Background: an optimization exercise with open tools, aiming at small area, a short achievable clock period and few clock cycles per item. Do not read the settings as production practice.
In this exercise RTL edits were held to simulation tests only and were not proved equivalent to the original.
Power figures rest on the tool's default switching activity, not on a simulated workload. No driver is modelled on the clock port, so clocking that relies on it looks cheaper here than on a real chip.

nickel:
==> flow/design.v <==
`default_nettype none
package blur_pkg;
    typedef logic [3*4-1:0] pixel_t;
    typedef logic [4-1:0] chan_t;
    typedef logic [8-1:0] col_t;
    typedef logic [8-1:0] row_t;
    typedef struct packed {
        logic   sof;
        pixel_t pixel;
    } in_beat_t;
    typedef struct packed {
        pixel_t pixel;
        row_t   row;
        col_t   col;
    } pos_pixel_t;
    typedef struct packed {
        pixel_t p0, p1, p2;
        pixel_t p3, p4, p5;
        pixel_t p6, p7, p8;
    } window_t;
    typedef struct packed {
        chan_t p0, p1, p2;
        chan_t p3, p4, p5;
        chan_t p6, p7, p8;
    } chan_window_t;
    typedef enum logic [1:0] {
        hs_idle,
        hs_hold,
        hs_release
    } hs_state_t;
endpackage
`default_nettype wire
`default_nettype none
module blur_top (
    input  logic               clk,
    input  logic               reset,
    input  logic               in_req,
    input  logic [12:0]        in_beat,
    output logic               in_ack,
    output logic               out_req,
    input  logic               out_ack,
    output logic [11:0]        out_pixel
);
    localparam int W     = 160;
    localparam int PW    = 3 * 4;
    localparam int CB    = 4;
    localparam int DEPTH = 2 * W;
    logic [1:0] cnt;
    logic acc;
    logic sv;
    logic hv;
    logic pop;
    logic take;
    logic load;
    logic [12:0] beat_q;
    assign pop  = out_req && out_ack;
    assign take = in_req && !in_ack && (!cnt[1] || pop);
    assign load = sv && (!hv || pop);
    always_ff @(posedge clk) begin
        beat_q <= in_beat;
    end
    always_ff @(posedge clk) begin
        if (reset) begin
            in_ack  <= 1'b0;
            acc     <= 1'b0;
            cnt     <= '0;
            sv      <= 1'b0;
            hv      <= 1'b0;
            out_req <= 1'b0;
        end else begin
            in_ack  <= in_req && (in_ack || !cnt[1] || pop);
            acc     <= take;
            case ({take, pop})
                2'b10:   cnt <= cnt + 1'b1;
                2'b01:   cnt <= cnt - 1'b1;
                default: cnt <= cnt;
            endcase
            sv      <= acc || (sv && !load);
            hv      <= load || (hv && !pop);
            out_req <= !out_ack && (out_req || hv);
        end
    end
    logic [8-1:0] row_cnt, row;
    logic [8-1:0] col_cnt, col;
    logic row_z, row_o, col_z, col_o;
    assign row = beat_q[12] ? '0 : row_cnt;
    assign col = beat_q[12] ? '0 : col_cnt;
    always_ff @(posedge clk) begin
        if (reset) begin
            row_cnt <= '0;
            col_cnt <= '0;
            row_z   <= 1'b1;
            row_o   <= 1'b0;
            col_z   <= 1'b1;
            col_o   <= 1'b0;
        end else if (acc) begin
            if (col == (W - 1)) begin
                col_cnt <= '0;
                row_cnt <= row + 1'b1;
                col_z   <= 1'b1;
                col_o   <= 1'b0;
                row_z   <= (row == 8'hff);
                row_o   <= (row == 8'h00);
            end else begin
                col_cnt <= col + 1'b1;
                row_cnt <= row;
                col_z   <= 1'b0;
                col_o   <= (col == 8'h00);
                row_z   <= (row == 8'h00);
                row_o   <= (row == 8'h01);
            end
        end
    end
    logic [DEPTH*PW-1:0] hist;
    always_ff @(posedge clk) begin
        if (acc) begin
            hist <= {hist[(DEPTH-1)*PW-1:0], beat_q[PW-1:0]};
        end
    end
    logic [PW-1:0] up2, up1;
    assign up2 = hist[(2*W-1)*PW +: PW];
    assign up1 = hist[(W-1)*PW +: PW];
    logic mask_all, mask_top, mask_left;
    always_ff @(posedge clk) begin
        mask_all  <= in_beat[12] || row_z || col_z;
        mask_top  <= !in_beat[12] && row_o;
        mask_left <= !in_beat[12] && col_o;
    end
    logic [3*6-1:0] v0, v1, v2;
    logic           s_zero, s_left;
    logic [PW-1:0]  result;
    for (genvar ch = 0; ch < 3; ch++) begin : g_lane
        logic [5:0] vnew;
        logic [5:0] v2m;
        logic [7:0] total;
        assign vnew = (mask_top ? 6'd0 : 6'(up2[ch*CB +: CB]))
                    + (6'(up1[ch*CB +: CB]) << 1)
                    + 6'(beat_q[ch*CB +: CB]);
        always_ff @(posedge clk) begin
            if (acc) begin
                v0[ch*6 +: 6] <= vnew;
                v1[ch*6 +: 6] <= v0[ch*6 +: 6];
                v2[ch*6 +: 6] <= v1[ch*6 +: 6];
            end
        end
        assign v2m   = s_left ? 6'd0 : v2[ch*6 +: 6];
        assign total = 8'(v2m) + (8'(v1[ch*6 +: 6]) << 1) + 8'(v0[ch*6 +: 6]);
        assign result[ch*CB +: CB] = s_zero ? '0 : total[7:4];
    end
    always_ff @(posedge clk) begin
        if (acc) begin
            s_zero <= mask_all;
            s_left <= mask_left;
        end
    end
    logic [PW-1:0] h;
    always_ff @(posedge clk) begin
        if (load) begin
            h <= result;
        end
    end
    always_ff @(posedge clk) begin
        out_pixel <= h;
    end
endmodule
`default_nettype wire
Settings: LEC_CHECK=0, CAP_MARGIN=20, CORE_MARGIN=2, CORE_UTILIZATION=75, SLEW_MARGIN=20; clock period 10.0 ns.
standard.sh (not shown) runs the stock make flow with config.mk's settings and CLKGATE_MAP_FILE= SYNTH_SCRIPT=/design/flow/synth_recipe.tcl, a recipe that flattens the netlist after the stock synthesis.
==> flow/flow/run.sh <==
#!/bin/bash
# Standard layout with faster port buffers, a tighter setup repair target,
# and a shallower clock tree with larger sink clusters and no dummy loads.
set -euo pipefail
export BUFFER_PORTS_ARGS="-buffer_cell sky130_fd_sc_hd__buf_4"
export SETUP_SLACK_MARGIN=6.9
export ABC_CLOCK_PERIOD_IN_PS=3000
export CTS_ARGS="-sink_clustering_enable -repair_clock_nets -dont_use_dummy_load -sink_clustering_size 30 -sink_clustering_max_diameter 50 -buf_list sky130_fd_sc_hd__clkbuf_16"
bash standard.sh > standard.log 2>&1
nickel | ERROR | global routing
Testbench counts of nickel, summed over its fixed seeds: cycles 61,456, items 30,720.
Modified inputs, violet compared to nickel
Settings: a change of CORE_UTILIZATION from 75 to 80.
diff --git a/flow/flow/run.sh b/flow/flow/run.sh
--- a/flow/flow/run.sh
+++ b/flow/flow/run.sh
@@ -7,3 +7,3 @@
 export ABC_CLOCK_PERIOD_IN_PS=3000
-export CTS_ARGS="-sink_clustering_enable -repair_clock_nets -dont_use_dummy_load -sink_clustering_size 30 -sink_clustering_max_diameter 50 -buf_list sky130_fd_sc_hd__clkbuf_16"
+export CTS_ARGS="-sink_clustering_enable -repair_clock_nets -dont_use_dummy_load -sink_clustering_size 28 -sink_clustering_max_diameter 70 -buf_list sky130_fd_sc_hd__clkbuf_16"
 bash standard.sh > standard.log 2>&1
FAIL violet @ detailed placement: tool exited with error. Lower initial cell density of the core goes to nickel over violet. Die width, violet and nickel: smaller value in violet. violet -> nickel: number of input and output port buffers inserted delta 0, exact match.
The inputs of xenon differ from those of violet as listed below.
Settings: changing CORE_UTILIZATION from 80 to 65.
==> flow/flow/run.sh <==
#!/bin/bash
# Standard layout with faster port buffers, a tighter setup repair target,
# and a shallower clock tree with larger sink clusters and no dummy loads.
set -euo pipefail
export BUFFER_PORTS_ARGS="-buffer_cell sky130_fd_sc_hd__buf_4"
export SETUP_SLACK_MARGIN=7.0
export ABC_CLOCK_PERIOD_IN_PS=3000
export CTS_ARGS="-sink_clustering_enable -repair_clock_nets -dont_use_dummy_load -sink_clustering_size 30 -sink_clustering_max_diameter 100 -buf_list sky130_fd_sc_hd__clkbuf_16"
bash standard.sh > standard.log 2>&1
==> comparison <==
xenon | status: complete | timing, DRC, antenna: pass
Diff violet -> xenon: fraction of synthesis flops using an asynchronous set or reset pin level, global placer's final weighted congestion now sits lower, count of flip-flops with a built-in enable after synthesis essentially unchanged, share of the synthesized netlist area taken by xor and xnor gates comparable, area after synthesis neither gained nor lost much.
xenon -> violet: post-synthesis cell count delta 0, exact match
xenon vs violet — post-DP HPWL dropped 27%.
From violet to xenon the numbers moved as follows: overall die height went up, initial core utilization went down.
xenon vs violet: floorplan die width up by more than 10%
Changes in fjord relative to xenon:
Settings: CORE_UTILIZATION now 75, was 65.
--- outcome ---
fjord vs xenon, capturing element of the worst setup path: out_pixel[7] vs in_ack. Looking at smallest setup slack after layout across both flows, fjord is the stronger of the two, with xenon trailing. Relative to xenon, area of placed instances decreased by about 0.32% in fjord. Against xenon, power per standard cell area in fjord rose slightly. Between xenon and fjord, the final non-filler cell area is higher for xenon.

## port drivers added, routing unchanged
The results above use ideal ports. As a check the final layouts listed here were re-extracted and re-timed, cells and wires unchanged.
Step 1 sets driving cells, clkbuf_16 on the clock port and buf_2 on the other inputs (assumed; they add their load-dependent delay and slew).
Step 2 also shifts input and output timing later by t, the mid clock arrival at the registers, as if the neighbouring blocks saw the same clock.
Three values: ideal ports, drivers, drivers and shift; two values: the first two.
| run | t, ns | setup WS [ns] | hold WS [ns] | worst register clock-pin slew, ns | pins driven straight from the clock port |
|---|---|---|---|---|---|
| xenon | 0.873 | 6.729 / 6.645 / 6.523 | 0.359 / 0.359 / 0.359 | 0.11 / 0.11 | 1 |
| fjord | 0.835 | 6.790 / 6.711 / 6.479 | 0.363 / 0.363 / 0.363 | 0.11 / 0.11 | 1 |
After both steps setup and hold are still met in every run listed. For fjord, which loses most, drivers alone change the setup slack by -0.079 ns; drivers and shift together by -0.311 ns.
